Context: an optimization exercise on an open-source flow, tuned for small area, a short achievable clock period and few clock cycles. The choices shown serve that exercise and are no tape-out recipe.
The RTL was checked by simulation tests, not by an equivalence proof against the original design.
No activity file was given, so power comes from the tool's default toggle rates.

## flow/run.sh

```bash
#!/bin/bash
# synth_recipe.tcl (not shown) runs the flow's synth.tcl, then flattens the netlist and writes it again
# the make line also repeats each setting of config.mk as NAME=value (left out here)
make -C /OpenROAD-flow-scripts/flow DESIGN_CONFIG=/design/flow/config.mk WORK_HOME=/design/flow/orfs CLKGATE_MAP_FILE= SYNTH_SCRIPT=/design/flow/synth_recipe.tcl finish
```

## flow/config.mk

```make
export PLATFORM = sky130hd
export DESIGN_NAME = fir_filter_streaming
export DESIGN_NICKNAME = fir_filter_streaming
export VERILOG_FILES = /design/flow/design.v
export SDC_FILE = /design/flow/constraint.sdc
export NUM_CORES = 4
export LEC_CHECK = 0
export CAP_MARGIN = 20
export CORE_MARGIN = 2
export CORE_UTILIZATION = 40
export SLEW_MARGIN = 20
```

## flow/constraint.sdc

```tcl
create_clock -name core_clock -period 8.0 [get_ports {clock}]
set_input_delay 1.6000 -clock core_clock [delete_from_list [all_inputs] [get_ports {clock}]]
set_output_delay 1.6000 -clock core_clock [all_outputs]
set_load 0.01 [all_outputs]
```

## flow/design.v

```verilog
package fir_pkg;
   localparam int SAMPLE_W        = 16;
   localparam int WEIGHT_W        = 16;
   localparam int PROD_W          = SAMPLE_W + WEIGHT_W;
   localparam int SUM_W           = 35;
   localparam int NUM_WEIGHT_REGS = 8;
   localparam int CSR_INDEX_W     = 8;
   localparam int TAPS_DEFAULT    = 8;
   localparam logic [CSR_INDEX_W-1:0] CSR_TAP_WEIGHT_BASE = '0;
   typedef logic signed [SAMPLE_W-1:0] sample_type;
   typedef logic signed [WEIGHT_W-1:0] weight_type;
   typedef logic signed [PROD_W-1:0]   product_type;
   typedef logic signed [SUM_W-1:0]    sum_type;
endpackage
module fir_cell
(
   input  logic        clock,
   input  logic        reset,
   input  logic        shift_en,
   input  fir_pkg::weight_type  weight,
   input  fir_pkg::sample_type  tap_data,
   output fir_pkg::sample_type  pass_data,
   output fir_pkg::product_type product
);
   fir_pkg::sample_type  sample_ff;
   fir_pkg::product_type product_ff;
   always_ff @(posedge clock) begin
      if (reset) begin
         sample_ff <= '0;
      end else if (shift_en) begin
         sample_ff <= tap_data;
      end
   end
   always_ff @(posedge clock) begin
      if (shift_en) begin
         product_ff <= fir_pkg::PROD_W'(weight) * fir_pkg::PROD_W'(tap_data);
      end
   end
   assign pass_data = sample_ff;
   assign product   = product_ff;
endmodule
module fir_sum_tree
#(
   parameter int TAPS = fir_pkg::TAPS_DEFAULT
)
(
   input  logic        clock,
   input  logic        reset,
   input  logic [TAPS*fir_pkg::PROD_W-1:0] products,
   input  logic        in_valid,
   output logic        in_ready,
   output fir_pkg::sum_type     sum_out,
   output logic        out_valid,
   input  logic        out_stall
);
   localparam int LEVELS = $clog2(TAPS);
   localparam int PAD    = 1 << LEVELS;
   fir_pkg::sum_type leaf     [PAD];
   fir_pkg::sum_type child_lo [1:PAD-1];
   fir_pkg::sum_type child_hi [1:PAD-1];
   fir_pkg::sum_type tree_ff  [1:PAD-1];
   logic    node_en  [1:PAD-1];
   logic [LEVELS-1:0] valid_ff;
   logic [LEVELS-1:0] valid_in;
   logic [LEVELS-1:0] level_en;
   for (genvar j = 0; j < PAD; j++) begin : g_leaf
      if (j < TAPS) begin : g_used
         assign leaf[j] = fir_pkg::SUM_W'($signed(products[j*fir_pkg::PROD_W +: fir_pkg::PROD_W]));
      end else begin : g_pad
         assign leaf[j] = '0;
      end
   end
   for (genvar i = 1; i < PAD; i++) begin : g_node
      localparam int LVL = LEVELS - $clog2(i + 1);
      if (2 * i >= PAD) begin : g_from_leaf
         assign child_lo[i] = leaf[2 * i - PAD];
         assign child_hi[i] = leaf[2 * i + 1 - PAD];
      end else begin : g_from_node
         assign child_lo[i] = tree_ff[2 * i];
         assign child_hi[i] = tree_ff[2 * i + 1];
      end
      assign node_en[i] = level_en[LVL];
   end
   always_comb begin
      level_en[LEVELS-1] = !valid_ff[LEVELS-1] || !out_stall;
      for (int j = LEVELS - 2; j >= 0; j--) begin
         level_en[j] = !valid_ff[j] || level_en[j+1];
      end
   end
   always_comb begin
      valid_in[0] = level_en[0] ? in_valid : valid_ff[0];
      for (int j = 1; j < LEVELS; j++) begin
         valid_in[j] = level_en[j] ? valid_ff[j-1] : valid_ff[j];
      end
   end
   always_ff @(posedge clock) begin
      if (reset) begin
         valid_ff <= '0;
      end else begin
         valid_ff <= valid_in;
      end
   end
   always_ff @(posedge clock) begin
      for (int i = 1; i < PAD; i++) begin
         if (node_en[i]) begin
            tree_ff[i] <= child_lo[i] + child_hi[i];
         end
      end
   end
   assign in_ready  = level_en[0];
   assign sum_out   = tree_ff[1];
   assign out_valid = valid_ff[LEVELS-1];
endmodule
module fir_filter_streaming
#(
   parameter int TAPS = fir_pkg::TAPS_DEFAULT
)
(
   input  logic                   clock,
   input  logic                   reset,
   input  logic                   req_valid,
   output logic                   req_stall,
   input  fir_pkg::sample_type             req_sample,
   output logic                   rsp_valid,
   input  logic                   rsp_stall,
   output fir_pkg::sum_type                rsp_filtered,
   input  logic                   csr_write_en,
   input  logic [fir_pkg::CSR_INDEX_W-1:0] csr_index,
   input  fir_pkg::weight_type             csr_wdata
);
   localparam int WREGS = (TAPS < fir_pkg::NUM_WEIGHT_REGS) ? TAPS : fir_pkg::NUM_WEIGHT_REGS;
   fir_pkg::weight_type  weight_ff   [WREGS];
   fir_pkg::weight_type  cell_weight [TAPS];
   fir_pkg::sample_type  tap_chain   [TAPS+1];
   logic [TAPS*fir_pkg::PROD_W-1:0] products;
   logic accept;
   logic tree_ready;
   logic prod_valid_ff;
   logic prod_valid_in;
   logic stage0_en;
   always_ff @(posedge clock) begin
      if (reset) begin
         for (int k = 0; k < WREGS; k++) begin
            weight_ff[k] <= '0;
         end
      end else begin
         for (int k = 0; k < WREGS; k++) begin
            if (csr_write_en && csr_index == fir_pkg::CSR_TAP_WEIGHT_BASE + fir_pkg::CSR_INDEX_W'(k)) begin
               weight_ff[k] <= csr_wdata;
            end
         end
      end
   end
   for (genvar k = 0; k < TAPS; k++) begin : g_weight
      if (k < WREGS) begin : g_reg
         assign cell_weight[k] = weight_ff[k];
      end else begin : g_zero
         assign cell_weight[k] = '0;
      end
   end
   assign stage0_en = !prod_valid_ff || tree_ready;
   assign req_stall = !stage0_en;
   assign accept    = req_valid && stage0_en;
   assign tap_chain[0] = req_sample;
   for (genvar k = 0; k < TAPS; k++) begin : g_cell
      fir_cell u_cell (
         .clock     (clock),
         .reset     (reset),
         .shift_en  (accept),
         .weight    (cell_weight[k]),
         .tap_data  (tap_chain[k]),
         .pass_data (tap_chain[k+1]),
         .product   (products[k*fir_pkg::PROD_W +: fir_pkg::PROD_W])
      );
   end
   assign prod_valid_in = stage0_en ? req_valid : prod_valid_ff;
   always_ff @(posedge clock) begin
      if (reset) begin
         prod_valid_ff <= 1'b0;
      end else begin
         prod_valid_ff <= prod_valid_in;
      end
   end
   fir_sum_tree #(
      .TAPS (TAPS)
   ) u_sum_tree (
      .clock     (clock),
      .reset     (reset),
      .products  (products),
      .in_valid  (prod_valid_ff),
      .in_ready  (tree_ready),
      .sum_out   (rsp_filtered),
      .out_valid (rsp_valid),
      .out_stall (rsp_stall)
   );
endmodule
```

==> summary.txt <==
[state kept, by name (all words and copies together), names as in the netlist]
name / flops
u_sum_tree.tree_ff: 237
g_cell.u_cell.product_ff: 256
weight_ff: 128
g_cell.u_cell.sample_ff: 112
u_sum_tree.valid_ff: 3
prod_valid_ff: 1
[critical path: cells and delay by family]
family / cells / cell delay, ps
adders and majority gates: 7 / 3390
AOI/OAI and AO/OA: 8 / 1950
buffers and inverters: 3 / 690
and+or+nand+nor: 1 / 100
xor gates and xnor gates: 1 / 90
[layout by cell type (no fill, tap or decap), drive strengths merged, types with 92 or more instances in the layout]
master | synthesis | final
buf | 15 | 220
dfxtp | 244 | 244
nor2 | 372 | 372
o21ai | 190 | 190
xor2 | 122 | 122
nand2 | 1463 | 1463
inv | 2375 | 2383
ha | 884 | 884
clkbuf | 384 | 109
xnor2 | 347 | 347
fa | 2103 | 2103
edfxtp | 493 | 493
nor3 | 92 | 92
a21oi | 508 | 508
and2 | 1002 | 1002
a21o | 186 | 186
[cell type report]
type	instances	area [µm²]	share of cell area (%)
Sequential cell	737	19700	16.3
Antenna cell	8	20.0	0.0165
Clock inverter	57	708	0.585
Tap cell	3724	4660	3.85
Clock buffer	109	2390	1.97
Inverter	2376	8930	7.37
Timing Repair Buffer	298	2550	2.10
Multi-Input combinational cell	8123	82200	67.9
[worst max-delay path by stage]
stage                        startpoint                               to
after detailed placement  req_sample[1]  g_cell[0].u_cell.product_ff[30]
after CTS                 req_sample[1]  g_cell[0].u_cell.product_ff[30]
after global placement    req_sample[1]  g_cell[0].u_cell.product_ff[30]
after global routing      req_sample[2]  g_cell[0].u_cell.product_ff[30]
after floorplan           req_sample[7]  g_cell[0].u_cell.product_ff[31]
final                     req_sample[1]  g_cell[0].u_cell.product_ff[30]
[cell families after synthesis]
logic type               after synthesis  synth area share, %
AND/OR/NAND/NOR                     3310                 14.3
adder cells (fa/ha/maj)             2987                 47.4
buffers and inverters               2775                 9.28
AO/OA/AOI/OAI                       1288                 7.27
flip-flops                           737                 17.5
XOR/XNOR                             469                 3.66
multiplexers                          69                0.616
[layer usage]
layer	vias to the layer above	global-route usage [%]	part of all wire (%)
li1	35900	-	-
met1	39900	29.7	46
met2	1894	33.9	46
met3	291	2.62	5.6
met4	6	5.20	2.4
met5	-	0	0.014
[power by group]
| part | leakage, nW | internal (mW) | switching [mW] |
|---|---|---|---|
| clock | 1.49 | 2.51 | 1.79 |
| combinational | 51.8 | 1.38 | 2.23 |
| sequential | 7.13 | 4.68 | 0.274 |
| total | 60.4 | 8.57 | 4.30 |
[metrics by stage]
stage	area, µm²	utilization (%)	cells	hold slack (ps)	total power, mW
floorplan	112000	-	11600	429	7.13
global placement	118000	42.3	15300	436	8.63
detailed placement	118000	42.3	15300	448	8.63
CTS	121000	43.4	15400	459	13.0
global route	121000	43.4	15400	483	13.5
finish	121000	43.4	15400	457	12.9
==> metrics.md <==
| Metric | Value |
|---|---|
| Status | `finished clean` |
| Port Buffers | `81` |
| FP Rows | `194` |
| Wirelength per Cell | `18.8 µm` |
| Starting density of the core | `40.2%` |
| Crit start category | `primary input` |
| Setup violators final | `0` |
| Drt total wl | `289,000 µm` |
| Synth area leader | `fa_1` |
| Hold Path Stages | `2` |
| CTS max path bufs | `3` |
| Critical R2R Launch | `g_cell[3].u_cell.sample_ff[1]` |
| Clk sink count | `737` |
| Post-Syn Instances | `11,600` |
| Die ar. | `285,000 µm²` |
| Total track usage | `20.9%` |
| RSZ-0062 raised after global routing | `false` |
| Cell Chain, Critical Path | `clkdlybuf4s50_1 -> buf_4 -> nand2_1 -> fa_1 -> fa_1 -> fa_1 -> fa_1 -> inv_1 -> fa_1 -> fa_1 -> ha_1 -> a21o_1 -> a21o_1 -> a221oi_1 -> a31oi_1 -> a21oi_1 -> a21oi_1 -> a211o_1 -> a21oi_1 -> xnor2_1` |
| Syn Area/Cell | `9.65 µm²` |
| Die Y | `534 µm` |
| DIE WIDTH | `534 µm` |
| Vias | `78,000` |
| Area Growth Syn to Fin | `7.90%` |
| Hold wc startpoint | `weight_ff[4][0]` |
| Mapped cell area | `112,000 µm²` |
| Reg-to-reg slack, setup | `910 ps` |
| Hold crit path type | `reg2reg` |
| Largest net degree at the start of global routing | `167` |
| Pre-CTS setup slack | `-66.1 ps` |
| CTS Buf Count | `89` |
| Critical Path AT | `7800 ps` |
| Hold_buf cts | `0` |
| Worst slew pin tran | `1190 ps` |
| Final WS setup | `680 ps` |
| Register area share after synthesis | `17.5%` |
| Worst r2r path cells | `22` |
| Root buffer cell | `clkbuf_16` |
| Hold Path End | `weight_ff[4][0]` |
| Peak supply drop | `240 µV` |
| Cell mode on critical path | `fa_1` |
| WP data required | `8480 ps` |
| Clock skew | `52.7 ps` |
| Io pins | `82` |
| Post-synth EDFFs | `493` |
| Synth top area share | `37.5%` |
| Antenna violations before repair | `18` |
| Post-CTS Setup Inserts | `0` |
| Fin crit period | `7320 ps` |
| Crit path max fanout | `9` |
| Hpwl dp | `233,000 µm` |
| Total grt overflow | `0` |
| Number of global-route vias before repair | `81,400` |
| Skew-Pair Late Insertion Delay | `750 ps` |
| First-pass DRT Iterations | `6` |
| Unique masters post-synth | `90` |
| Hold Fails Final Rpt | `0` |
| Pins over their slew limit | `0` |
| Max stage delay on crit path | `600 ps` |
| Global-route wire length before repair | `467,000 µm` |
| Syn nets | `14,700` |
| Most common cell in the synthesized netlist | `inv_1` |
| Crit-path slowest cell | `fa_1` |
| Top cells by area, synth | `fa_1, edfxtp_1, ha_1` |
| Post-route antenna net violation count | `0` |
| Synth warn | `14` |
| Core ar. | `279,000 µm²` |
| Synthesized flop and latch total | `737` |
| Drt initial violations | `5,181` |
| Max-Cap Viols | `0` |
| Leakage power | `60.4 nW` |
| Slew margin rel. | `21.0%` |
| Crit Path Class | `in2reg` |
| Main flop type after synthesis | `edfxtp_1` |
| Number of vias per cell | `5.05` |
| Layout cells sized above 1 | `3.63%` |
| Asr flop ratio synth | `0%` |
| H-tree levels | `3` |
| Post-CTS Resized | `0` |
| Final period utilization | `91.5%` |
| Final GP Congestion | `0.916` |
| DRC errors left | `0` |
| Pwr Density | `106 nW/µm²` |
| Reg2reg end | `g_cell[4].u_cell.product_ff[30]` |
| TritonCTS clock tree | `built` |
| Fmax | `137 MHz` |
| Critical Path Sink Type | `flop` |
| Synth cell count leaders | `inv_1, fa_1, nand2_1` |
| FILL cells | `27,200` |
| Layout Nets | `14,700` |
| Clk slew on worst S/H paths | `60 ps` |
| Final setup TNS | `0 ps` |
Testbench counts, summed over its fixed seeds: cycles 16,032.

==> afterwards: timing with drivers on the ports <==
In the flow no input, the clock included, has a driving cell. The finished layout below was timed again as built, in two steps.
Step 1: set_driving_cell puts a clkbuf_16 on clock and a buf_2 on each other input, an assumption about the parent block.
Step 2 also shifts input and output timing later by t, the mid clock arrival at the registers, as if the neighbouring blocks saw the same clock.
Slacks: ideal / step 1 / step 2; pairs: ideal / step 1.
t (ns): 0.817
slack for setup (ns): 0.680 / 0.758 / -0.059
worst setup path at the end: input to register
With both steps, setup timing fails in this run, where it was met with ideal ports. The setup slack of this run moves by +0.078 ns with the drivers and by -0.739 ns with both steps.
